What follows belongs to an exercise in optimizing a design on an open flow for small area; a production flow would make more cautious choices. The RTL was checked by simulation tests, not by an equivalence proof against the original design. Power and IR drop assume default switching activity. The clock port is modelled as an ideal driver; clocking choices that lean on that would not hold on a real chip.

### flow/design.v
`default_nettype none
package b3cw_pkg;
  localparam int PIX_W          = 8;
  localparam int SUM_W          = 12;
  localparam int CENTER_EXTRA   = 7;
  localparam int NORM_SHIFT     = 4;
  localparam int MAX_WIDTH_DEF  = 256;
  localparam int MAX_HEIGHT     = 4096;
  localparam int MIN_SIZE       = 3;
  localparam int CFG_WIDTH_W    = 9;
  localparam int CFG_HEIGHT_W   = 13;
  localparam int ROW_W          = 13;
  localparam int WIDTH_RESET    = 256;
  localparam int HEIGHT_RESET   = 251;
  localparam int APB_DATA_W     = 32;
  localparam int APB_ADDR_W     = 3;
  localparam logic REG_FRAME_WIDTH  = 1'b0;
  localparam logic REG_FRAME_HEIGHT = 1'b1;
  typedef logic [PIX_W-1:0] pixel_t;
  typedef struct packed {
    logic   shift;
    pixel_t top;
    pixel_t mid;
    pixel_t px;
  } win_in_t;
  typedef struct packed {
    pixel_t center_prev;
    pixel_t blur;
  } win_out_t;
endpackage
`default_nettype wire
`default_nettype none
module b3cw_cell
(
  input  wire logic        clk,
  input  b3cw_pkg::pixel_t d,
  output b3cw_pkg::pixel_t q
);
  b3cw_pkg::pixel_t q_r;
  always_ff @(posedge clk) begin
    q_r <= d;
  end
  assign q = q_r;
endmodule
`default_nettype wire
`default_nettype none
module b3cw_line
#(
  parameter int DEPTH = b3cw_pkg::MAX_WIDTH_DEF
)(
  input  wire logic                     clk,
  input  wire logic                     shift_en,
  input  wire logic [$clog2(DEPTH)-1:0] len_m1,
  input  b3cw_pkg::pixel_t              data_in,
  output b3cw_pkg::pixel_t              data_out
);
  localparam int IW = $clog2(DEPTH);
  b3cw_pkg::pixel_t cell_q [DEPTH];
  b3cw_pkg::pixel_t cell_in [DEPTH];
  b3cw_pkg::pixel_t seg_in [IW+1];
  assign seg_in[IW] = data_in;
  for (genvar k = IW - 1; k >= 0; k--) begin : g_seg
    localparam int LEN   = 1 << k;
    localparam int FIRST = DEPTH - (2 << k);
    for (genvar j = 0; j < LEN; j++) begin : g_in
      if (j == 0) begin : g_head
        assign cell_in[FIRST] = ~seg_in[k+1];
      end else begin : g_body
        assign cell_in[FIRST+j] = ~cell_q[FIRST+j-1];
      end
    end
    b3cw_pkg::pixel_t seg_out;
    if (LEN % 2 == 1) begin : g_odd
      assign seg_out = ~cell_q[FIRST+LEN-1];
    end else begin : g_even
      assign seg_out = cell_q[FIRST+LEN-1];
    end
    assign seg_in[k] = len_m1[k] ? seg_out : seg_in[k+1];
  end
  assign cell_in[DEPTH-1] = ~seg_in[0];
  for (genvar i = 0; i < DEPTH; i++) begin : g_cell
    b3cw_cell u_cell (
      .clk (clk),
      .d   (shift_en ? cell_in[i] : cell_q[i]),
      .q   (cell_q[i])
    );
  end
  assign data_out = ~cell_q[DEPTH-1];
endmodule
`default_nettype wire
`default_nettype none
module b3cw_window
(
  input  wire logic    clk,
  input  b3cw_pkg::win_in_t win_in,
  output b3cw_pkg::win_out_t     win_out
);
  logic [9:0] c2_r;
  logic [8:0] d1_r;
  b3cw_pkg::pixel_t m1_r;
  logic [8:0] d0;
  logic [9:0] c2_nxt;
  logic [b3cw_pkg::SUM_W-1:0] sum;
  logic s1;
  logic c2;
  logic s3;
  logic c4;
  logic s5;
  logic c6;
  logic s7;
  logic c8;
  logic s9;
  logic c10;
  logic s11;
  logic c12;
  logic s13;
  logic c14;
  logic s15;
  logic c16;
  logic s17;
  logic c18;
  logic s19;
  logic c20;
  logic s21;
  logic c22;
  logic s23;
  logic c24;
  logic s25;
  logic c26;
  logic s27;
  logic c28;
  logic s29;
  logic c30;
  logic s31;
  logic c32;
  logic s33;
  logic c34;
  logic s35;
  logic c36;
  logic s37;
  logic c38;
  logic s39;
  logic c40;
  logic s41;
  logic c42;
  logic s43;
  logic c44;
  logic s45;
  logic c46;
  logic s47;
  logic c48;
  logic s49;
  logic c50;
  logic s51;
  logic c52;
  logic s53;
  logic c54;
  logic s55;
  logic c56;
  logic s57;
  logic c58;
  logic s59;
  logic c60;
  logic s61;
  logic c62;
  logic s63;
  logic c64;
  logic s65;
  logic c66;
  logic s67;
  logic c68;
  logic s69;
  logic c70;
  logic s71;
  logic c72;
  logic s73;
  logic c74;
  logic s75;
  logic c76;
  logic s77;
  logic c78;
  logic s79;
  logic c80;
  logic s81;
  logic c82;
  logic s83;
  logic c84;
  logic s85;
  logic c86;
  logic s87;
  logic c88;
  logic s89;
  logic c90;
  logic s91;
  logic c92;
  logic s93;
  logic c94;
  logic s95;
  logic c96;
  logic s97;
  logic c98;
  logic s99;
  logic c100;
  logic s101;
  logic c102;
  logic s103;
  logic c104;
  logic s105;
  logic c106;
  logic s107;
  logic c108;
  logic s109;
  logic c110;
  logic s111;
  logic c112;
  assign s1 = win_in.top[0] ^ win_in.px[0];
  assign c2 = win_in.top[0] & win_in.px[0];
  assign s3 = win_in.top[1] ^ win_in.px[1] ^ c2;
  assign c4 = (win_in.top[1] & win_in.px[1]) | (win_in.top[1] & c2) | (win_in.px[1] & c2);
  assign s5 = win_in.top[2] ^ win_in.px[2] ^ c4;
  assign c6 = (win_in.top[2] & win_in.px[2]) | (win_in.top[2] & c4) | (win_in.px[2] & c4);
  assign s7 = win_in.top[3] ^ win_in.px[3] ^ c6;
  assign c8 = (win_in.top[3] & win_in.px[3]) | (win_in.top[3] & c6) | (win_in.px[3] & c6);
  assign s9 = win_in.top[4] ^ win_in.px[4] ^ c8;
  assign c10 = (win_in.top[4] & win_in.px[4]) | (win_in.top[4] & c8) | (win_in.px[4] & c8);
  assign s11 = win_in.top[5] ^ win_in.px[5] ^ c10;
  assign c12 = (win_in.top[5] & win_in.px[5]) | (win_in.top[5] & c10) | (win_in.px[5] & c10);
  assign s13 = win_in.top[6] ^ win_in.px[6] ^ c12;
  assign c14 = (win_in.top[6] & win_in.px[6]) | (win_in.top[6] & c12) | (win_in.px[6] & c12);
  assign s15 = win_in.top[7] ^ win_in.px[7] ^ c14;
  assign c16 = (win_in.top[7] & win_in.px[7]) | (win_in.top[7] & c14) | (win_in.px[7] & c14);
  assign s17 = d1_r[0] ^ m1_r[0];
  assign c18 = d1_r[0] & m1_r[0];
  assign s19 = d1_r[1] ^ m1_r[1] ^ c18;
  assign c20 = (d1_r[1] & m1_r[1]) | (d1_r[1] & c18) | (m1_r[1] & c18);
  assign s21 = d1_r[2] ^ m1_r[2] ^ c20;
  assign c22 = (d1_r[2] & m1_r[2]) | (d1_r[2] & c20) | (m1_r[2] & c20);
  assign s23 = d1_r[3] ^ m1_r[3] ^ c22;
  assign c24 = (d1_r[3] & m1_r[3]) | (d1_r[3] & c22) | (m1_r[3] & c22);
  assign s25 = d1_r[4] ^ m1_r[4] ^ c24;
  assign c26 = (d1_r[4] & m1_r[4]) | (d1_r[4] & c24) | (m1_r[4] & c24);
  assign s27 = d1_r[5] ^ m1_r[5] ^ c26;
  assign c28 = (d1_r[5] & m1_r[5]) | (d1_r[5] & c26) | (m1_r[5] & c26);
  assign s29 = d1_r[6] ^ m1_r[6] ^ c28;
  assign c30 = (d1_r[6] & m1_r[6]) | (d1_r[6] & c28) | (m1_r[6] & c28);
  assign s31 = d1_r[7] ^ m1_r[7] ^ c30;
  assign c32 = (d1_r[7] & m1_r[7]) | (d1_r[7] & c30) | (m1_r[7] & c30);
  assign s33 = d1_r[8] ^ c32;
  assign c34 = d1_r[8] & c32;
  assign s35 = c2_r[3] ^ d1_r[3];
  assign c36 = c2_r[3] & d1_r[3];
  assign s37 = c2_r[4] ^ d1_r[4] ^ s9;
  assign c38 = (c2_r[4] & d1_r[4]) | (c2_r[4] & s9) | (d1_r[4] & s9);
  assign s39 = c2_r[5] ^ d1_r[5] ^ s11;
  assign c40 = (c2_r[5] & d1_r[5]) | (c2_r[5] & s11) | (d1_r[5] & s11);
  assign s41 = c2_r[6] ^ d1_r[6] ^ s13;
  assign c42 = (c2_r[6] & d1_r[6]) | (c2_r[6] & s13) | (d1_r[6] & s13);
  assign s43 = c2_r[7] ^ d1_r[7] ^ s15;
  assign c44 = (c2_r[7] & d1_r[7]) | (c2_r[7] & s15) | (d1_r[7] & s15);
  assign s45 = c2_r[8] ^ d1_r[8];
  assign c46 = c2_r[8] & d1_r[8];
  assign s47 = c2_r[0] ^ d1_r[0];
  assign c48 = c2_r[0] & d1_r[0];
  assign s49 = c2_r[1] ^ d1_r[1] ^ s3;
  assign c50 = (c2_r[1] & d1_r[1]) | (c2_r[1] & s3) | (d1_r[1] & s3);
  assign s51 = c2_r[2] ^ d1_r[2] ^ s5;
  assign c52 = (c2_r[2] & d1_r[2]) | (c2_r[2] & s5) | (d1_r[2] & s5);
  assign s53 = s7 ^ win_in.mid[3] ^ m1_r[0];
  assign c54 = (s7 & win_in.mid[3]) | (s7 & m1_r[0]) | (win_in.mid[3] & m1_r[0]);
  assign s55 = win_in.mid[4] ^ m1_r[1] ^ c36;
  assign c56 = (win_in.mid[4] & m1_r[1]) | (win_in.mid[4] & c36) | (m1_r[1] & c36);
  assign s57 = win_in.mid[5] ^ m1_r[2] ^ c38;
  assign c58 = (win_in.mid[5] & m1_r[2]) | (win_in.mid[5] & c38) | (m1_r[2] & c38);
  assign s59 = win_in.mid[6] ^ m1_r[3] ^ c40;
  assign c60 = (win_in.mid[6] & m1_r[3]) | (win_in.mid[6] & c40) | (m1_r[3] & c40);
  assign s61 = win_in.mid[7] ^ m1_r[4] ^ c42;
  assign c62 = (win_in.mid[7] & m1_r[4]) | (win_in.mid[7] & c42) | (m1_r[4] & c42);
  assign s63 = c16 ^ m1_r[5] ^ c44;
  assign c64 = (c16 & m1_r[5]) | (c16 & c44) | (m1_r[5] & c44);
  assign s65 = c2_r[9] ^ m1_r[6];
  assign c66 = c2_r[9] & m1_r[6];
  assign s67 = s1 ^ win_in.mid[0];
  assign c68 = s1 & win_in.mid[0];
  assign s69 = win_in.mid[1] ^ c48 ^ s49;
  assign c70 = (win_in.mid[1] & c48) | (win_in.mid[1] & s49) | (c48 & s49);
  assign s71 = win_in.mid[2] ^ c50 ^ s51;
  assign c72 = (win_in.mid[2] & c50) | (win_in.mid[2] & s51) | (c50 & s51);
  assign s73 = s35 ^ c52 ^ s53;
  assign c74 = (s35 & c52) | (s35 & s53) | (c52 & s53);
  assign s75 = s37 ^ c54 ^ s55;
  assign c76 = (s37 & c54) | (s37 & s55) | (c54 & s55);
  assign s77 = s39 ^ c56 ^ s57;
  assign c78 = (s39 & c56) | (s39 & s57) | (c56 & s57);
  assign s79 = s41 ^ c58 ^ s59;
  assign c80 = (s41 & c58) | (s41 & s59) | (c58 & s59);
  assign s81 = s43 ^ c60 ^ s61;
  assign c82 = (s43 & c60) | (s43 & s61) | (c60 & s61);
  assign s83 = s45 ^ c62 ^ s63;
  assign c84 = (s45 & c62) | (s45 & s63) | (c62 & s63);
  assign s85 = c46 ^ c64 ^ s65;
  assign c86 = (c46 & c64) | (c46 & s65) | (c64 & s65);
  assign s87 = m1_r[7] ^ c66;
  assign c88 = m1_r[7] & c66;
  assign s89 = s47 ^ s67;
  assign c90 = s47 & s67;
  assign s91 = c68 ^ s69 ^ c90;
  assign c92 = (c68 & s69) | (c68 & c90) | (s69 & c90);
  assign s93 = c70 ^ s71 ^ c92;
  assign c94 = (c70 & s71) | (c70 & c92) | (s71 & c92);
  assign s95 = c72 ^ s73 ^ c94;
  assign c96 = (c72 & s73) | (c72 & c94) | (s73 & c94);
  assign s97 = c74 ^ s75 ^ c96;
  assign c98 = (c74 & s75) | (c74 & c96) | (s75 & c96);
  assign s99 = c76 ^ s77 ^ c98;
  assign c100 = (c76 & s77) | (c76 & c98) | (s77 & c98);
  assign s101 = c78 ^ s79 ^ c100;
  assign c102 = (c78 & s79) | (c78 & c100) | (s79 & c100);
  assign s103 = c80 ^ s81 ^ c102;
  assign c104 = (c80 & s81) | (c80 & c102) | (s81 & c102);
  assign s105 = c82 ^ s83 ^ c104;
  assign c106 = (c82 & s83) | (c82 & c104) | (s83 & c104);
  assign s107 = c84 ^ s85 ^ c106;
  assign c108 = (c84 & s85) | (c84 & c106) | (s85 & c106);
  assign s109 = c86 ^ s87 ^ c108;
  assign c110 = (c86 & s87) | (c86 & c108) | (s87 & c108);
  assign s111 = c88 ^ c110;
  assign c112 = c88 & c110;
  assign d0 = {c16, s15, s13, s11, s9, s7, s5, s3, s1};
  assign c2_nxt = {c34, s33, s31, s29, s27, s25, s23, s21, s19, s17};
  assign sum = {s111, s109, s107, s105, s103, s101, s99, s97, s95, s93, s91, s89};
  always_ff @(posedge clk) begin
    if (win_in.shift) begin
      c2_r <= c2_nxt;
      d1_r <= d0;
      m1_r <= win_in.mid;
    end
  end
  assign win_out.blur        = sum[b3cw_pkg::SUM_W-1:b3cw_pkg::NORM_SHIFT];
  assign win_out.center_prev = m1_r;
endmodule
`default_nettype wire
`default_nettype none
module blur_3x3_center_weighted
#(
  parameter int MAX_WIDTH = b3cw_pkg::MAX_WIDTH_DEF
)(
  input  wire logic                  clk,
  input  wire logic                  rst_n,
  input  wire logic                  in_valid,
  output logic                       in_ready,
  input  wire logic                  in_mode,
  input  wire logic [b3cw_pkg::PIX_W-1:0]      in_pixel_in,
  output logic                       out_valid,
  input  wire logic                  out_ready,
  output logic [b3cw_pkg::PIX_W-1:0]           out_pixel_out,
  output logic                       out_frame_last,
  input  wire logic                  psel,
  input  wire logic                  penable,
  input  wire logic                  pwrite,
  input  wire logic [b3cw_pkg::APB_ADDR_W-1:0] paddr,
  input  wire logic [b3cw_pkg::APB_DATA_W-1:0] pwdata,
  output logic [b3cw_pkg::APB_DATA_W-1:0]      prdata,
  output logic                       pready
);
  localparam int IW = $clog2(MAX_WIDTH);
  localparam int RW = b3cw_pkg::ROW_W;
  logic [b3cw_pkg::CFG_WIDTH_W-1:0]  width_raw_r,  width_raw_nxt;
  logic [b3cw_pkg::CFG_HEIGHT_W-1:0] height_raw_r, height_raw_nxt;
  logic [IW-1:0] col_r;
  logic [RW-1:0] rows_left_r;    
  logic          row0_r;         
  logic          row1_r;         
  logic          drain2_r;       
  logic   out_valid_r;
  b3cw_pkg::pixel_t out_pix_r;
  logic   out_last_r;
  logic             cfg_wr;
  logic [IW-1:0]    w_m1;
  logic [RW-1:0]    h_nxt;
  logic             fire;
  logic             in_frame;
  logic             step;
  logic             has_out;
  logic             interior;
  logic             last;
  logic             col0;
  logic             wrap;
  logic             restart;
  b3cw_pkg::pixel_t           px_eff;
  b3cw_pkg::pixel_t           mid_q;
  b3cw_pkg::pixel_t           top_q;
  b3cw_pkg::win_in_t          win_in;
  b3cw_pkg::win_out_t         win_out;
  assign pready = 1'b1;
  assign cfg_wr = psel && penable && pwrite;
  assign prdata = paddr[2] ? b3cw_pkg::APB_DATA_W'(height_raw_r)
                           : b3cw_pkg::APB_DATA_W'(width_raw_r);
  assign width_raw_nxt  = (cfg_wr && !paddr[2]) ? pwdata[b3cw_pkg::CFG_WIDTH_W-1:0]  : width_raw_r;
  assign height_raw_nxt = (cfg_wr &&  paddr[2]) ? pwdata[b3cw_pkg::CFG_HEIGHT_W-1:0] : height_raw_r;
  always_comb begin
    if (width_raw_r[8]) begin
      w_m1 = 8'd255;
    end else if (width_raw_r[7:0] < 8'd3) begin
      w_m1 = 8'd2;
    end else begin
      w_m1 = width_raw_r[7:0] - 8'd1;
    end
  end
  always_comb begin
    if (height_raw_nxt < 13'd3) begin
      h_nxt = 13'd3;
    end else if (height_raw_nxt > 13'd4096) begin
      h_nxt = 13'd4096;
    end else begin
      h_nxt = height_raw_nxt;
    end
  end
  assign in_ready = !out_valid_r || out_ready;
  assign fire     = in_valid && in_ready;
  assign in_frame = (rows_left_r != '0);
  assign step     = fire && !(in_mode && in_frame);
  assign px_eff   = in_frame ? in_pixel_in : '0;
  assign col0     = (col_r == '0);
  assign wrap     = (col_r == w_m1);
  assign has_out  = !(row0_r || (row1_r && col0));
  assign interior = (col_r[IW-1:1] != '0) && !row0_r && !row1_r && in_frame;
  assign last     = drain2_r && col0;
  assign restart  = cfg_wr || (step && has_out && last);
  b3cw_line #(.DEPTH(MAX_WIDTH)) u_line_mid (
    .clk      (clk),
    .shift_en (step),
    .len_m1   (w_m1),
    .data_in  (px_eff),
    .data_out (mid_q)
  );
  b3cw_line #(.DEPTH(MAX_WIDTH)) u_line_top (
    .clk      (clk),
    .shift_en (step),
    .len_m1   (w_m1),
    .data_in  (mid_q),
    .data_out (top_q)
  );
  assign win_in.shift = step;
  assign win_in.top   = top_q;
  assign win_in.mid   = mid_q;
  assign win_in.px    = px_eff;
  b3cw_window u_window (
    .clk     (clk),
    .win_in  (win_in),
    .win_out (win_out)
  );
  always_ff @(posedge clk) begin
    if (!rst_n) begin
      width_raw_r  <= b3cw_pkg::CFG_WIDTH_W'(b3cw_pkg::WIDTH_RESET);
      height_raw_r <= b3cw_pkg::CFG_HEIGHT_W'(b3cw_pkg::HEIGHT_RESET);
      col_r        <= '0;
      rows_left_r  <= RW'(b3cw_pkg::HEIGHT_RESET);
      row0_r       <= 1'b1;
      row1_r       <= 1'b0;
      drain2_r     <= 1'b0;
      out_valid_r  <= 1'b0;
    end else begin
      width_raw_r  <= width_raw_nxt;
      height_raw_r <= height_raw_nxt;
      if (restart) begin
        col_r       <= '0;
        rows_left_r <= h_nxt;
        row0_r      <= 1'b1;
        row1_r      <= 1'b0;
        drain2_r    <= 1'b0;
      end else if (step) begin
        if (wrap) begin
          col_r       <= '0;
          rows_left_r <= in_frame ? rows_left_r - RW'(1) : '0;
          row0_r      <= 1'b0;
          row1_r      <= row0_r;
          drain2_r    <= !in_frame;
        end else begin
          col_r <= col_r + IW'(1);
        end
      end
      out_valid_r <= (step && has_out) || (out_valid_r && !out_ready);
    end
  end
  always_ff @(posedge clk) begin
    if (step && has_out) begin
      out_pix_r  <= interior ? win_out.blur : win_out.center_prev;
      out_last_r <= last;
    end
  end
  assign out_valid      = out_valid_r;
  assign out_pixel_out  = out_pix_r;
  assign out_frame_last = out_last_r;
endmodule
`default_nettype wire
### flow/constraint.sdc
create_clock -name core_clock -period 10.0 [get_ports {clk}]
set_input_delay 2.0000 -clock core_clock [delete_from_list [all_inputs] [get_ports {clk}]]
set_output_delay 2.0000 -clock core_clock [all_outputs]
set_load 0.01 [all_outputs]
### flow/run.sh
#!/bin/bash
# synth_recipe.tcl (not shown) runs the flow's synth.tcl, then flattens the netlist and writes it again
# the make line also repeats each setting of config.mk as NAME=value (left out here)
make -C /OpenROAD-flow-scripts/flow DESIGN_CONFIG=/design/flow/config.mk WORK_HOME=/design/flow/orfs CLKGATE_MAP_FILE= SYNTH_SCRIPT=/design/flow/synth_recipe.tcl finish
### flow/config.mk
export PLATFORM = sky130hd
export DESIGN_NAME = blur_3x3_center_weighted
export DESIGN_NICKNAME = blur_3x3_center_weighted
export VERILOG_FILES = /design/flow/design.v
export SDC_FILE = /design/flow/constraint.sdc
export NUM_CORES = 4
export LEC_CHECK = 0
export ABC_AREA = 1
export CAP_MARGIN = 20
export CORE_MARGIN = 2
export CORE_UTILIZATION = 70
export CTS_CLUSTER_DIAMETER = 100
export CTS_CLUSTER_SIZE = 30
export PLACE_DENSITY = 0.85
export SLEW_MARGIN = 20
export SYNTH_HIERARCHICAL = 1
==> run notes, run 1 <==
WS Path Type primary input to flop; Buf/Inv on CP 5; count of final hold-check violations 0; largest net degree at the start of global routing 349; category of the worst setup path launch point primary input; Post-synth EDFFs 36; via count of the first global-routing pass 78100; die outline width 437 um; Total Routed Length 211000 um; drt first-iter violations 5774; overall via count from detail_route 84400; top cell types by occurrence after synthesis 4318 x nand2_1, 4143 x dfxtp_1, 3887 x o21ai_0; fraction of registers with async set or reset after synthesis 0%; Detailed Routing Iterations Pass 1 6; Post-synth top flop dfxtp_1; area of placed instances 130000 um2; Min Clock Period, post-route 8.24 ns; Post-route DRC 0; leading cell type by number of instances after synthesis nand2_1; antenna viol nets, final 0; signed area change from the synthesized netlist to the final layout 2.12%; Core ar. 186000 um2; Max Clock Freq 121 MHz; CTS H-tree lvls 4; CP max FO 2; setup_tns 0 ns; number of buffers on the longest clock path 3; leading post-synthesis cells by cell area dfxtp_1 63%, o21ai_0 15%, nand2_1 12%; skew final 0.0288 ns; Root Buffer Master clkbuf_16; post-CTS resize count 0; mean post-synth cell area 9.18 um2; number of buffers added by the clock tree synthesis step 157; count of state elements after synthesis 4179; Total Nets Final 13700; routability congestion estimate 0.837; Cell Chain, Critical Path clkdlybuf4s50_1 -> inv_1 -> nor2_1 -> ha_1 -> inv_1 -> fa_1 -> fa_1 -> fa_1 -> fa_1 -> inv_1 -> fa_1 -> fa_1 -> fa_1 -> fa_1 -> fa_1 -> fa_1 -> fa_1 -> fa_1 -> inv_1 -> fa_1 -> xnor2_1 -> mux2_2; result of the run finished clean; relative slew slack 22.9%; arrival time of the worst setup path 8.86 ns; synthesis warning total 15; vias per cell 5.23; dominant cell type by area after synthesis dfxtp_1; Max rail drop VDD 0.233 mV; Row Count 158; Reg clk slew, reported paths 0.11 ns; Critical Path Most Common Cell fa_1; number of instances in the synthesized netlist 14300; Final Instance Area 134000 um2; TritonCTS clock tree done; Cell Pwr Density 248 nW/um2; first-pass GRT wire length 357000 um; number of I/O port buffers 53; CP Data Required Time 10.62 ns; later-pin clock latency in the skew report 0.86 ns; flop2flop setup slack 2.15 ns; Final setup viols 0; proportion of synthesized chip area in sequential cells 64.0%; FF/Latch Area 84000 um2; Avg WL per Cell 13.1 um; final total power 33.3 mW; reported max-cap violation count 0; layout cells sized above 1 2.76%; Crit path largest cell delay 0.50 ns; post-detailed-placement half-perimeter wirelength 133000 um; die area 191000 um2; number of buffers added to fix hold violations after cts 0; share of the synthesized area in the top cell type 63.2%; delay-heaviest family, CP adder cells; io pins 95; Min-Delay Path Class flop to flop; non-filler cells, final 16100; static leakage 57.3 nW; initial core utilization 70.6%; placed instance count 15900; y dimension of the die 437 um; area of combinational cells with multiple inputs 40600 um2; unique cell type count in the Yosys netlist 44; worst slew pin tran 1.16 ns; worst-path cell with the longest stage delay fa_1; fill cell count 13600; kind of end point of the critical path flop; clock net sink count 4179; global router's overall resource usage 21.6%; unrepaired setup endpoints after global routing false; cell area after synthesis 131000 um2; buffers inserted by post-CTS timing repair 0; max-slew violation total from the final report 0; GRT Residual Overflow 0; initial antenna violation count 1; post-route clock period utilization 82.4%
[report_power, final]
part / internal (mW) / total [mW] / switching, mW
registers: 20.2 / 22.0 / 1.75
clock network: 2.97 / 7.66 / 4.69
logic: 1.57 / 3.68 / 2.11
[layer usage]
layer  global-route usage, %  vias to the layer above  wire length, um
met5                       0                        -                0
met4                    6.61                        0             5900
met3                    2.38                      274             4870
met2                    37.4                      667           101000
met1                    28.5                    38300            99300
li1                        -                    45200                -
[flip-flops by register name (all words and copies together) (netlist names)]
name / count
rows_left_r: 13
u_window.m1_r: 8
u_line_mid.g_cell.u_cell.q_r: 2048
row0_r: 1
u_line_top.g_cell.u_cell.q_r: 2048
height_raw_r: 13
out_valid_r: 1
width_raw_r: 9
u_window.c2_r: 10
out_pix_r: 8
drain2_r: 1
col_r: 8
out_last_r: 1
u_window.d1_r: 9
row1_r: 1
[area by class of cell]
class / instances / area share, %
Tap cell: 2480 / 2.31
Timing Repair Buffer: 111 / 0.961
Multi-Input combinational cell: 8985 / 30.3
Clock inverter: 15 / 0.161
Antenna cell: 2 / 0.00373
Clock buffer: 162 / 3.01
Inverter: 190 / 0.554
Sequential cell: 4179 / 62.7
[modules after synthesis (local to each module, per instance), excerpt]
module / area, um2 / flops+latches / cells / copies in the design
blur_3x3_center_weighted: 3510 / 56 / 534 / 1
b3cw_cell: 160 / 8 / 8 / 512
b3cw_window: 2090 / 27 / 154 / 1
[path summary, 6_finish.rpt]
check | startpoint | end | cells after the start
worst max-delay path | in_pixel_in[0] | out_pix_r[7] | 22
worst min-delay path | u_line_mid.g_cell[92].u_cell.q_r[6] | u_line_mid.g_cell[93].u_cell.q_r[6] | 1
worst max register to register | rows_left_r[0] | out_pix_r[7] | 26
worst min register to register | u_line_mid.g_cell[92].u_cell.q_r[6] | u_line_mid.g_cell[93].u_cell.q_r[6] | 1
[cells in the final DEF (no fill, tap or decap), types with 40 or more instances in the layout]
cell type	count
nand2_1	4318
nand3_1	154
dfxtp_1	4143
clkbuf_16	161
nand3_2	51
a31oi_1	64
o21ai_0	3887
nor2_1	174
clkdlybuf4s50_1	53
inv_1	179
fa_1	40
o21ai_1	116
or2_2	44
[cell families after synthesis]
kind of cell | Yosys count | share of synthesized area (%)
simple gates | 4789 | 14.3
xor+xnor | 19 | 0.127
other cells | 2 | 0.00572
compound gates | 4093 | 15.7
buf+inv | 1158 | 5.09
flops | 4179 | 64.0
fa+ha+maj | 56 | 0.762
mux | 8 | 0.0686
[metrics by stage]
stage          setup WS, ns  hold WS (ns)  utilization, %
6_report               1.76         0.424            72.1
5_1_grt                1.46         0.450            72.1
3_5_place_dp          0.786         0.424            69.8
2_1_floorplan          1.48         0.416               -
4_1_cts                1.72         0.426            72.1
3_3_place_gp          0.579         0.422            69.8
==> run 2: changes to the inputs <==
--- a/flow/config.mk
+++ b/flow/config.mk
@@ -6,11 +6,11 @@
 export NUM_CORES = 4
 export LEC_CHECK = 0
 export ABC_AREA = 1
-export CAP_MARGIN = 20
+export CAP_MARGIN = 0
 export CORE_MARGIN = 2
 export CORE_UTILIZATION = 70
 export CTS_CLUSTER_DIAMETER = 100
-export CTS_CLUSTER_SIZE = 30
+export CTS_CLUSTER_SIZE = 32
 export PLACE_DENSITY = 0.85
-export SLEW_MARGIN = 20
+export SLEW_MARGIN = 0
 export SYNTH_HIERARCHICAL = 1
==> run 2 against run 1 <==
Effect of this change: still clean on timing, DRC and antenna; critical path depth unchanged; routed wire length decreased by 0.33%; first-iteration DRC count up 0.64%; fmax down 0.30%; total power is 0.63% lower; worst hold slack better by 0.0062 ns; combinational power about the same; via count hardly changed; design area down 0.23%; clock skew is 0.0075 ns higher; highest routed layer unchanged.
==> run notes, run 2 <==
relative slew slack 18.2% (-4.6 points); leading post-synthesis cells by cell area dfxtp_1 63%, o21ai_0 15%, nand2_1 12%; Reg clk slew, reported paths 0.11 ns (about the same); largest registers in the final layout u_line_mid.g_cell.u_cell.q_r (2048), u_line_top.g_cell.u_cell.q_r (2048); Min Clock Period, post-route 8.27 ns (+0.0250 ns); Final setup viols 0 (unchanged); global routing usage on met2 36.9% (-0.42 points); area of placed instances 130000 um2 (unchanged); CP Data Required Time 10.59 ns (-0.03 ns); unrepaired setup endpoints after global routing false; commonest non-fill, non-tap cells in the layout 4318 x nand2_1, 4143 x dfxtp_1, 3887 x o21ai_0; largest net degree at the start of global routing 349 (unchanged); Cell Chain, Critical Path clkdlybuf4s50_1 -> inv_1 -> nor2_1 -> ha_1 -> inv_1 -> fa_1 -> fa_1 -> fa_1 -> fa_1 -> inv_1 -> fa_1 -> fa_1 -> fa_1 -> fa_1 -> fa_1 -> fa_1 -> fa_1 -> fa_1 -> inv_1 -> fa_1 -> xnor2_1 -> mux2_2; reported max-cap violation count 0 (unchanged); non-filler cells, final 16100 (-0.068%); Avg WL per Cell 13.1 um (-0.27%); later-pin clock latency in the skew report 0.84 ns (-0.02 ns); Most Used Layer, Global Route met2; setup_tns 0 ns (unchanged); post-CTS resize count 0 (unchanged); initial core utilization 70.6% (unchanged); Core ar. 186000 um2 (unchanged); Max rail drop VDD 0.233 mV (+0.21%); skew final 0.0363 ns (+0.00748 ns); leading cell type in the layout, fill and taps excluded nand2_1; die area 191000 um2 (unchanged); buffers inserted by post-CTS timing repair 0 (unchanged); placed instance count 15900 (unchanged); CTS H-tree lvls 4 (unchanged); count of final hold-check violations 0 (unchanged); kind of end point of the critical path flop; worst-path cell with the longest stage delay fa_1; number of instances in the synthesized netlist 14300 (unchanged); arrival time of the worst setup path 8.85 ns (about the same); worst setup timing slack at the placement stage 0.786 ns (unchanged); initial antenna violation count 1 (unchanged); Cell Pwr Density 247 nW/um2 (-0.40%); cell area after synthesis 131000 um2 (unchanged); y dimension of the die 437 um (unchanged); signed area change from the synthesized netlist to the final layout 1.88%; Final Instance Area 134000 um2 (-0.23%); result of the run finished clean; first-pass GRT wire length 357000 um (-0.20%); unique cell type count in the Yosys netlist 44 (unchanged); count of state elements after synthesis 4179 (unchanged); Root Buffer Master clkbuf_16; post-detailed-placement half-perimeter wirelength 133000 um (unchanged); fraction of registers with async set or reset after synthesis 0% (unchanged); share of the synthesized area in the top cell type 63.2% (unchanged); Final Util 72.0% (-0.17 points); die outline width 437 um (unchanged); Post-synth EDFFs 36 (unchanged); routability congestion estimate 0.837 (unchanged); Min Hold Slack 0.430 ns (+0.00617 ns); vias per cell 5.24 (about the same); Post-route DRC 0 (unchanged); number of buffers added to fix hold violations after cts 0 (unchanged); Max Clock Freq 121 MHz (-0.30%); worst slew pin tran 1.23 ns (+0.0697 ns); global router's overall resource usage 21.5% (-0.059 points); category of the worst setup path launch point primary input; number of I/O port buffers 53 (unchanged); Crit path largest cell delay 0.50 ns (about the same); Critical Path Most Common Cell fa_1; drt first-iter violations 5811 (+0.64%); mean post-synth cell area 9.18 um2 (unchanged); final total power 33.1 mW (-0.63%); antenna viol nets, final 0 (unchanged); Total Routed Length 211000 um (-0.33%); synthesis warning total 15 (unchanged); Detailed Routing Iterations Pass 1 6 (unchanged); clock net sink count 4179 (unchanged); Total Nets Final 13700 (-0.073%); Min-Delay Path Class flop to flop; max-slew violation total from the final report 0 (unchanged); Global Route met1 Usage 28.4% (-0.054 points); static leakage 57.2 nW (-0.25%); GRT Residual Overflow 0 (unchanged); met3 usage in global routing 2.30% (-0.077 points); io pins 95 (unchanged); TritonCTS clock tree done; via count of the first global-routing pass 77900 (-0.28%); number of buffers added by the clock tree synthesis step 149 (-5.1%); top cell types by occurrence after synthesis 4318 x nand2_1, 4143 x dfxtp_1, 3887 x o21ai_0; layout cells sized above 1 2.68% (-0.071 points); post-route clock period utilization 82.7% (+0.25 points); number of buffers on the longest clock path 3 (unchanged); proportion of synthesized chip area in sequential cells 64.0% (unchanged); Row Count 158 (unchanged); CP max FO 2 (unchanged); Post-synth top flop dfxtp_1; leading cell type by number of instances after synthesis nand2_1; final worst-path setup slack 1.73 ns (-0.0250 ns); WS Path Type primary input to flop; dominant cell type by area after synthesis dfxtp_1; overall via count from detail_route 84400 (+0.0047%)
==> run 2: logic make-up after synthesis <==
kind of cell	after synthesis	share of synthesized area [%]
AND/OR/NAND/NOR	4789	14.3
flip-flops	4179	64.0
AO/OA/AOI/OAI	4093	15.7
buffers and inverters	1158	5.09
adder cells (fa/ha/maj)	56	0.762
XOR/XNOR	19	0.127
multiplexers	8	0.0686
other	2	0.00572
==> run 2: path summary, 6_finish.rpt <==
check,start,endpoint,slack (ns),cells past startpoint
hold / removal,u_line_top.g_cell[92].u_cell.q_r[2],u_line_top.g_cell[93].u_cell.q_r[2],0.43,1
setup / recovery,in_pixel_in[0],out_pix_r[7],1.73,22
setup reg to reg,rows_left_r[0],out_pix_r[7],2.15,26
hold reg to reg,u_line_top.g_cell[92].u_cell.q_r[2],u_line_top.g_cell[93].u_cell.q_r[2],0.43,1
==> run 2: power by group <==
group	leakage (nW)	switching [mW]	internal [mW]
Sequential	35.2	1.75	20.2
Clock	1.97	4.65	2.81
Combinational	20.0	2.10	1.57
==> run 2: critical path: cells and delay by family <==
family / cells / cell delay (ns)
adder cells (fa/ha/maj): 14 / 5.70
buffers and inverters: 5 / 0.68
multiplexers: 1 / 0.25
AND/OR/NAND/NOR: 1 / 0.17
XOR/XNOR: 1 / 0.06
==> run 2: layer usage <==
metal,vias up,wire length (um)
met2,676,99900
met4,0,6800
met1,38300,99300
li1,45200,-
met3,281,4700
met5,-,0
==> run 2: final cells by class <==
type | count | area (um2)
antenna | 1 | 2.50
clock buffer | 154 | 3830
clock inverter | 15 | 174
fill | 13700 | 52100
inverter | 190 | 743
multi-input combinational | 8985 | 40600
sequential | 4179 | 84000
tap | 2480 | 3100
timing repair buffer | 109 | 1230
==> run 2: modules after synthesis, one instance, submodules excluded, excerpt <==
| module | flops+latches | cells inside | area [um2] | copies in the design |
|---|---|---|---|---|
| b3cw_cell | 8 | 8 | 160 | 512 |
| b3cw_window | 27 | 154 | 2090 | 1 |
| blur_3x3_center_weighted | 56 | 534 | 3510 | 1 |
==> run 3: changes to the inputs <==
==> flow/flow/run.sh (new file) <==
#!/bin/bash
# Own layout flow: the standard layout (standard.sh, unchanged synthesis,
# floorplan, power grid, placement and routing) with two ORFS knobs set:
#  - clock tree: clusters of up to 32 sinks within 100 um, no dummy loads,
#    clkbuf_8 for the upper tree levels;
#  - port buffers: sky130_fd_sc_hd__buf_1 on every input and output port.
# make's full output goes to flow_make.log here; ORFS keeps each step's log
# under orfs/logs/.
set -euo pipefail
bash standard.sh \
  "CTS_ARGS=-sink_clustering_enable -repair_clock_nets -sink_clustering_size 32 -sink_clustering_max_diameter 100 -dont_use_dummy_load -tree_buf sky130_fd_sc_hd__clkbuf_8" \
  "BUFFER_PORTS_ARGS=-buffer_cell sky130_fd_sc_hd__buf_1" \
  finish > flow_make.log 2>&1
==> flow/standard.sh (new file) <==
#!/bin/bash
# synth_recipe.tcl (not shown) runs the flow's synth.tcl, then flattens the netlist and writes it again
# the make line also repeats each setting of config.mk as NAME=value (left out here)
make -C /OpenROAD-flow-scripts/flow DESIGN_CONFIG=/design/flow/config.mk WORK_HOME=/design/flow/orfs CLKGATE_MAP_FILE= SYNTH_SCRIPT=/design/flow/synth_recipe.tcl "${@:-finish}"
removed: flow/run.sh
==> run 3 against run 2 <==
Effect of this change: non-clock buffer count up 16; total power down 1.1%; highest routed layer unchanged; cell count about the same; design area down 0.53%; worst hold slack worse by 0.048 ns.
==> run notes, run 3 <==
reported max-cap violation count 0 (unchanged); Min Clock Period, post-route 8.01 ns (-0.255 ns); number of buffers added to fix hold violations after cts 0 (unchanged); Detailed Routing Iterations Pass 1 5 (-1); number of instances in the synthesized netlist 14300 (unchanged); logic depth of the worst setup path including buffers 22 (unchanged); Avg WL per Cell 13.2 um (+1.2%); delay-heaviest family, CP adder cells; layout cells sized above 1 2.66% (-0.021 points); Final Instance Area 133000 um2 (-0.53%); result of the run finished clean; io pins 95 (unchanged); routability congestion estimate 0.827 (-1.3%); Reg clk slew, reported paths 0.11 ns (about the same); Row Count 158 (unchanged); unrepaired setup endpoints after global routing false; count of state elements after synthesis 4179 (unchanged); Core ar. 186000 um2 (unchanged); Total Nets Final 13700 (+0.12%); number of I/O port buffers 53 (unchanged); die outline width 437 um (unchanged); post-CTS resize count 0 (unchanged); dominant cell type by area after synthesis dfxtp_1; commonest non-fill, non-tap cells in the layout 4318 x nand2_1, 4143 x dfxtp_1, 3887 x o21ai_0; global router's overall resource usage 21.6% (+0.13 points); Max Clock Freq 125 MHz (+3.2%); Worst Reg2Reg Path Length in Cells 26 (unchanged); largest net degree at the start of global routing 353 (+1.1%); kind of end point of the critical path flop; skew final 0.0801 ns (+0.0438 ns); CP max FO 2 (unchanged); relative slew slack 27.0% (+8.8 points); Crit path largest cell delay 0.51 ns (about the same); Total Routed Length 213000 um (+1.2%); FF/Latch Area 84000 um2 (unchanged); clock net sink count 4179 (unchanged); arrival time of the worst setup path 8.60 ns (-0.25 ns); Post-route DRC 0 (unchanged); Buf/Inv on CP 5 (unchanged); antenna viol nets, final 0 (unchanged); initial antenna violation count 4 (+3); CP Data Required Time 10.59 ns (about the same); fraction of registers with async set or reset after synthesis 0% (unchanged); Cell Pwr Density 246 nW/um2 (-0.61%); via count of the first global-routing pass 78000 (+0.068%); worst-path cell with the longest stage delay fa_1; leading cell type by number of instances after synthesis nand2_1; leading cell type in the layout, fill and taps excluded nand2_1; setup_tns 0 ns (unchanged); Hold Crit Depth 1 (unchanged); area of combinational cells with multiple inputs 40600 um2 (unchanged); Min-Delay Path Class flop to flop; drt first-iter violations 6093 (+4.9%); first-pass GRT wire length 358000 um (+0.32%); category of the worst setup path launch point primary input; Max rail drop VDD 0.222 mV (-4.8%); largest registers in the final layout u_line_mid.g_cell.u_cell.q_r (2048), u_line_top.g_cell.u_cell.q_r (2048); number of buffers on the longest clock path 3 (unchanged); Post-synth EDFFs 36 (unchanged); count of final hold-check violations 0 (unchanged); WS Path Type primary input to flop; post-route clock period utilization 80.1% (-2.6 points); Root Buffer Master clkbuf_16; post-detailed-placement half-perimeter wirelength 136000 um (+2.3%); buffers inserted by post-CTS timing repair 0 (unchanged); static leakage 56.9 nW (-0.53%); area of placed instances 129000 um2 (-0.19%); later-pin clock latency in the skew report 0.87 ns (+0.03 ns); number of buffers added by the clock tree synthesis step 149 (unchanged); overall via count from detail_route 84800 (+0.47%); Post-synth top flop dfxtp_1; Final setup viols 0 (unchanged); TritonCTS clock tree done; y dimension of the die 437 um (unchanged); leading post-synthesis cells by cell area dfxtp_1 63%, o21ai_0 15%, nand2_1 12%; synthesis warning total 15 (unchanged); Min Hold Slack 0.382 ns (-0.0480 ns); fill cell count 13800 (+0.75%); cell area after synthesis 131000 um2 (unchanged); proportion of synthesized chip area in sequential cells 64.0% (unchanged); die area 191000 um2 (unchanged); signed area change from the synthesized netlist to the final layout 1.34%; vias per cell 5.26 (+0.49%); max-slew violation total from the final report 0 (unchanged); share of the synthesized area in the top cell type 63.2% (unchanged); mean post-synth cell area 9.18 um2 (unchanged); Critical Path Most Common Cell fa_1; GRT Residual Overflow 0 (unchanged); CTS H-tree lvls 4 (unchanged); initial core utilization 70.6% (unchanged); worst slew pin tran 1.10 ns (-0.131 ns); top cell types by occurrence after synthesis 4318 x nand2_1, 4143 x dfxtp_1, 3887 x o21ai_0; Cell Chain, Critical Path buf_1 -> inv_1 -> nor2_1 -> ha_1 -> inv_1 -> fa_1 -> fa_1 -> fa_1 -> fa_1 -> inv_1 -> fa_1 -> fa_1 -> fa_1 -> fa_1 -> fa_1 -> fa_1 -> fa_1 -> fa_1 -> inv_1 -> fa_1 -> xnor2_1 -> mux2_2; unique cell type count in the Yosys netlist 44 (unchanged)
-- run 3: cells by family (layout without fill, tap and decap cells) --
group	Yosys count	after routing	synth area share, %
AND/OR/NAND/NOR	4789	4789	14.3
flip-flops	4179	4179	64.0
AO/OA/AOI/OAI	4093	4093	15.7
buffers and inverters	1158	464	5.09
adder cells (fa/ha/maj)	56	56	0.762
XOR/XNOR	19	19	0.127
multiplexers	8	8	0.0686
other	2	21	0.00572
-- run 3: final cells by class --
cell class,instances,area share (%)
diodes,1,0.00188
clock buffers,149,2.67
inverters,190,0.559
multi-input cells,8985,30.6
flip-flops and latches,4179,63.2
well taps,2480,2.33
repair buffers,125,0.735
-- run 3: path summary, 6_finish.rpt --
kind	to	start	slack [ns]
hold / removal	u_line_mid.g_cell[77].u_cell.q_r[7]	u_line_mid.g_cell[76].u_cell.q_r[7]	0.38
setup / recovery	out_pix_r[7]	in_pixel_in[0]	1.99
setup reg to reg	out_pix_r[7]	rows_left_r[0]	2.10
hold reg to reg	u_line_mid.g_cell[77].u_cell.q_r[7]	u_line_mid.g_cell[76].u_cell.q_r[7]	0.38
-- run 3: metrics by stage --
step,instances,setup slack [ns],utilization [%],power [mW]
final,16100,1.99,71.6,32.7
after global routing,16100,1.77,71.6,34.6
after CTS,16100,2.03,71.6,33.0
after detailed placement,16000,1.10,69.7,26.0
after global placement,16000,1.02,69.7,25.6
after floorplan,14300,1.48,-,25.0
-- run 3: metal layers --
layer / GRT usage, % / routed length, um / vias to the layer above
met2: 37.8 / 103000 / 735
met5: 0 / 0 / -
met3: 2.51 / 5490 / 271
met1: 28.5 / 99200 / 38600
li1: - / - / 45200
met4: 5.85 / 5120 / 0
-- run 3: worst register-to-register path: stages, from the launching register on --
cell and delay [ns]:
dfxtp_1 0.35, inv_1 0.08, ha_1 0.23, nand2_2 0.16
nor2_4 0.07, nand3_2 0.13, inv_1 0.14, nor2_1 0.27
ha_1 0.21, inv_1 0.05, fa_1 0.37, fa_1 0.38
fa_1 0.40, fa_1 0.51, inv_1 0.06, fa_1 0.50
fa_1 0.44, fa_1 0.44, fa_1 0.46, fa_1 0.48
fa_1 0.46, fa_1 0.47, fa_1 0.42, inv_1 0.09
fa_1 0.19, xnor2_1 0.07, mux2_2 0.26
-- run 3: report_power, final --
part / switching [mW] / total (mW) / internal [mW]
combinational: 2.11 / 3.67 / 1.56
sequential: 1.76 / 22.0 / 20.2
clock: 4.54 / 7.08 / 2.54
-- run 3: modules after synthesis (local to each module, per instance), excerpt --
module	flip-flops and latches	copies in the design	area, um2
blur_3x3_center_weighted	56	1	3510
b3cw_window	27	1	2090
b3cw_cell	8	512	160
==> run 4: changes to the inputs <==
--- a/flow/config.mk
+++ b/flow/config.mk
@@ -6,11 +6,11 @@
 export NUM_CORES = 4
 export LEC_CHECK = 0
 export ABC_AREA = 1
-export CAP_MARGIN = 0
+export CAP_MARGIN = 20
 export CORE_MARGIN = 2
 export CORE_UTILIZATION = 70
 export CTS_CLUSTER_DIAMETER = 100
-export CTS_CLUSTER_SIZE = 32
+export CTS_CLUSTER_SIZE = 30
 export PLACE_DENSITY = 0.85
-export SLEW_MARGIN = 0
+export SLEW_MARGIN = 20
 export SYNTH_HIERARCHICAL = 1
==> run 4 against run 3 <==
Effect of this change: worst setup slack better by 0.0072 ns; fmax is essentially flat; first-iteration DRC count shrank 0.87%; utilization about the same; critical path depth is the same; cell count barely moved; die area did not move; area after synthesis stayed put; sequential cell count is the same; critical path type unchanged; critical endpoint unchanged.
==> run notes, run 4 <==
result of the run finished clean; antenna viol nets, final 0 (unchanged); post-CTS resize count 0 (unchanged); Core ar. 186000 um2 (unchanged); initial antenna violation count 4 (unchanged); unrepaired setup endpoints after global routing false; static leakage 56.9 nW (about the same); fill cell count 13800 (-0.065%); die outline width 437 um (unchanged); synthesis warning total 15 (unchanged); Cell Pwr Density 246 nW/um2 (about the same); Hold Crit Endpoint u_line_mid.g_cell[77].u_cell.q_r[7]; Post-route DRC 0 (unchanged); later-pin clock latency in the skew report 0.88 ns (about the same); number of buffers added to fix hold violations after cts 0 (unchanged); Detailed Routing Iterations Pass 1 5 (unchanged); count of state elements after synthesis 4179 (unchanged); CTS H-tree lvls 4 (unchanged); post-route clock period utilization 80.0% (about the same); worst slew pin tran 1.08 ns (-0.0165 ns); CP Data Required Time 10.60 ns (about the same); kind of end point of the critical path flop; signed area change from the synthesized netlist to the final layout 1.40% (about the same); max-slew violation total from the final report 0 (unchanged); number of I/O port buffers 53 (unchanged); leading cell type in the layout, fill and taps excluded nand2_1; Max Clock Freq 125 MHz (about the same); routability congestion estimate 0.827 (unchanged); Root Buffer Master clkbuf_16; Avg WL per Cell 13.3 um (+0.23%); timing startpoint of the critical path in_pixel_in[0]; RR Startpoint rows_left_r[0]; Reg clk slew, reported paths 0.11 ns (about the same); skew final 0.0832 ns (+0.00308 ns); category of the worst setup path launch point primary input; share of the synthesized area in the top cell type 63.2% (unchanged); number of buffers on the longest clock path 3 (unchanged); first-pass GRT wire length 358000 um (unchanged); Final setup viols 0 (unchanged); Hold Crit Depth 1 (unchanged); drt first-iter violations 6040 (-0.87%); post-detailed-placement half-perimeter wirelength 136000 um (unchanged); setup_tns 0 ns (unchanged); proportion of synthesized chip area in sequential cells 64.0% (unchanged); flop2flop setup slack 2.10 ns (about the same); y dimension of the die 437 um (unchanged); mean post-synth cell area 9.18 um2 (unchanged); number of buffers added by the clock tree synthesis step 149 (unchanged); commonest non-fill, non-tap cells in the layout 4318 x nand2_1, 4143 x dfxtp_1, 3887 x o21ai_0; reported max-cap violation count 0 (unchanged); launch point of the worst hold path u_line_mid.g_cell[76].u_cell.q_r[7]; relative slew slack 28.1% (+1.1 points); unique cell type count in the Yosys netlist 44 (unchanged); top cell types by occurrence after synthesis 4318 x nand2_1, 4143 x dfxtp_1, 3887 x o21ai_0; Worst Reg2Reg Path Length in Cells 26 (unchanged); arrival time of the worst setup path 8.60 ns (about the same); Row Count 158 (unchanged); CP max FO 2 (unchanged); buffers inserted by post-CTS timing repair 0 (unchanged); Min Hold Slack 0.376 ns (-0.00668 ns); WS Path Type primary input to flop; io pins 95 (unchanged); Post-synth EDFFs 36 (unchanged); fraction of registers with async set or reset after synthesis 0% (unchanged); Post-synth top flop dfxtp_1; end of the worst register-to-register path out_pix_r[7]; leading cell type by number of instances after synthesis nand2_1; vias per cell 5.25 (-0.19%); largest registers in the final layout u_line_mid.g_cell.u_cell.q_r (2048), u_line_top.g_cell.u_cell.q_r (2048); dominant cell type by area after synthesis dfxtp_1; Total Routed Length 214000 um (+0.27%); clock net sink count 4179 (unchanged); count of final hold-check violations 0 (unchanged); global router's overall resource usage 21.6% (unchanged); largest net degree at the start of global routing 353 (unchanged); layout cells sized above 1 2.68% (+0.014 points); TritonCTS clock tree done; Max rail drop VDD 0.223 mV (+0.30%); number of instances in the synthesized netlist 14300 (unchanged); overall via count from detail_route 84700 (-0.15%); Min-Delay Path Class flop to flop; leading post-synthesis cells by cell area dfxtp_1 63%, o21ai_0 15%, nand2_1 12%; via count of the first global-routing pass 78000 (unchanged); die area 191000 um2 (unchanged); initial core utilization 70.6% (unchanged); GRT Residual Overflow 0 (unchanged); Min Clock Period, post-route 8.00 ns (-0.00716 ns); Total Nets Final 13700 (+0.015%); cell area after synthesis 131000 um2 (unchanged)
## run 4: cell counts after synthesis
Identical to the previous run, type by type.
## run 4: worst max-delay path by stage
stage	slack, ns	end	cells past startpoint
after global routing	1.77	out_pix_r[7]	26
after detailed placement	1.10	out_pix_r[7]	22
final	2.00	out_pix_r[7]	22
after global placement	1.02	out_pix_r[7]	22
after floorplan	1.48	out_pix_r[7]	22
after CTS	2.03	out_pix_r[7]	22
## run 4: cell type report
| type | count | area, um2 | share of cell area (%) |
|---|---|---|---|
| well taps | 2480 | 3100 | 2.33 |
| flip-flops and latches | 4179 | 84000 | 63.1 |
| diodes | 5 | 12.5 | 0.00940 |
| inverters | 190 | 743 | 0.558 |
| clock buffers | 149 | 3550 | 2.67 |
| multi-input cells | 8985 | 40600 | 30.5 |
| repair buffers | 127 | 1040 | 0.778 |
## run 4: where the power goes
group          switching [mW]  total, mW  internal (mW)
Sequential               1.76       22.0           20.2
Combinational            2.11       3.67           1.56
Clock                    4.54       7.09           2.54
Total                    8.41       32.7           24.3
## run 4: kinds of logic (layout without fill, tap and decap cells)
| logic type | after synthesis | in the layout | share of synthesized area [%] |
|---|---|---|---|
| AO/OA/AOI/OAI | 4093 | 4093 | 15.7 |
| XOR/XNOR | 19 | 19 | 0.127 |
| multiplexers | 8 | 8 | 0.0686 |
| flip-flops | 4179 | 4179 | 64.0 |
| AND/OR/NAND/NOR | 4789 | 4789 | 14.3 |
| adder cells (fa/ha/maj) | 56 | 56 | 0.762 |
| other | 2 | 25 | 0.00572 |
| buffers and inverters | 1158 | 466 | 5.09 |
## run 4: metrics by stage
| step | util (%) | power [mW] | instance area (um2) | setup slack (ns) | cells |
|---|---|---|---|---|---|
| after floorplan | - | 25.0 | 131000 | 1.48 | 14300 |
| after global placement | 69.7 | 25.6 | 129000 | 1.02 | 16000 |
| after detailed placement | 69.7 | 26.0 | 129000 | 1.10 | 16000 |
| after CTS | 71.6 | 33.0 | 133000 | 2.03 | 16100 |
| after global routing | 71.6 | 34.6 | 133000 | 1.77 | 16100 |
| final | 71.6 | 32.7 | 133000 | 2.00 | 16100 |
## run 4: per-module statistics from Yosys, one instance, submodules excluded, excerpt
module                    flip-flops and latches  cells inside  copies in the design
b3cw_cell                                      8             8                   512
b3cw_window                                   27           154                     1
blur_3x3_center_weighted                      56           534                     1
## run 4: worst max-delay path, stage by stage
cell and delay [ns]:
buf_1 0.07, inv_1 0.04, nor2_1 0.25, ha_1 0.21
inv_1 0.05, fa_1 0.37, fa_1 0.38, fa_1 0.40
fa_1 0.51, inv_1 0.07, fa_1 0.50, fa_1 0.43
fa_1 0.44, fa_1 0.46, fa_1 0.47, fa_1 0.46
fa_1 0.47, fa_1 0.42, inv_1 0.09, fa_1 0.19
xnor2_1 0.07, mux2_2 0.26
## run 4: layer usage
layer  track usage [%]  wire, um
met5                 0         0
met4              5.85      5260
met3              2.51      5440
met2              37.8    103000
met1              28.5     99700

-- what the ideal ports hide --
The flow's constraints put no driver on any port. The routed layouts listed below were extracted and timed again, unchanged, in two steps. Step 1 (the two cells are an assumption about what drives the block):
set clk [get_ports {clk}]
set_driving_cell -lib_cell sky130_fd_sc_hd__clkbuf_16 $clk
set_driving_cell -lib_cell sky130_fd_sc_hd__buf_2 [delete_from_list [all_inputs] $clk]
Step 2 moves the port delays by t, midway between the first and last clock arrival at a register: inputs arrive t later, outputs are due t later. That takes back most of the time a late clock gives input paths. Three values: ideal, step 1, step 2; two values: the first two.
| run | t (ns) | setup slack, ns | worst hold slack (ns) | clock arrival spread, ns | worst register clock-pin slew, ns |
|---|---|---|---|---|---|
| run 1 | 0.927 | 1.758 / 1.806 / 0.879 | 0.424 / 0.424 / 0.424 | 0.034 / 0.034 | 0.11 / 0.11 |
| run 2 | 0.905 | 1.733 / 1.784 / 0.879 | 0.430 / 0.430 / 0.430 | 0.041 / 0.041 | 0.12 / 0.12 |
| run 3 | 0.910 | 1.988 / 2.056 / 1.146 | 0.382 / 0.382 / 0.382 | 0.109 / 0.109 | 0.12 / 0.12 |
| run 4 | 0.923 | 1.995 / 2.064 / 1.140 | 0.376 / 0.376 / 0.376 | 0.112 / 0.111 | 0.12 / 0.12 |
After both steps every run listed still meets setup and hold. For run 1, which loses most, drivers alone change the setup slack by +0.048 ns; drivers and shift together by -0.879 ns.
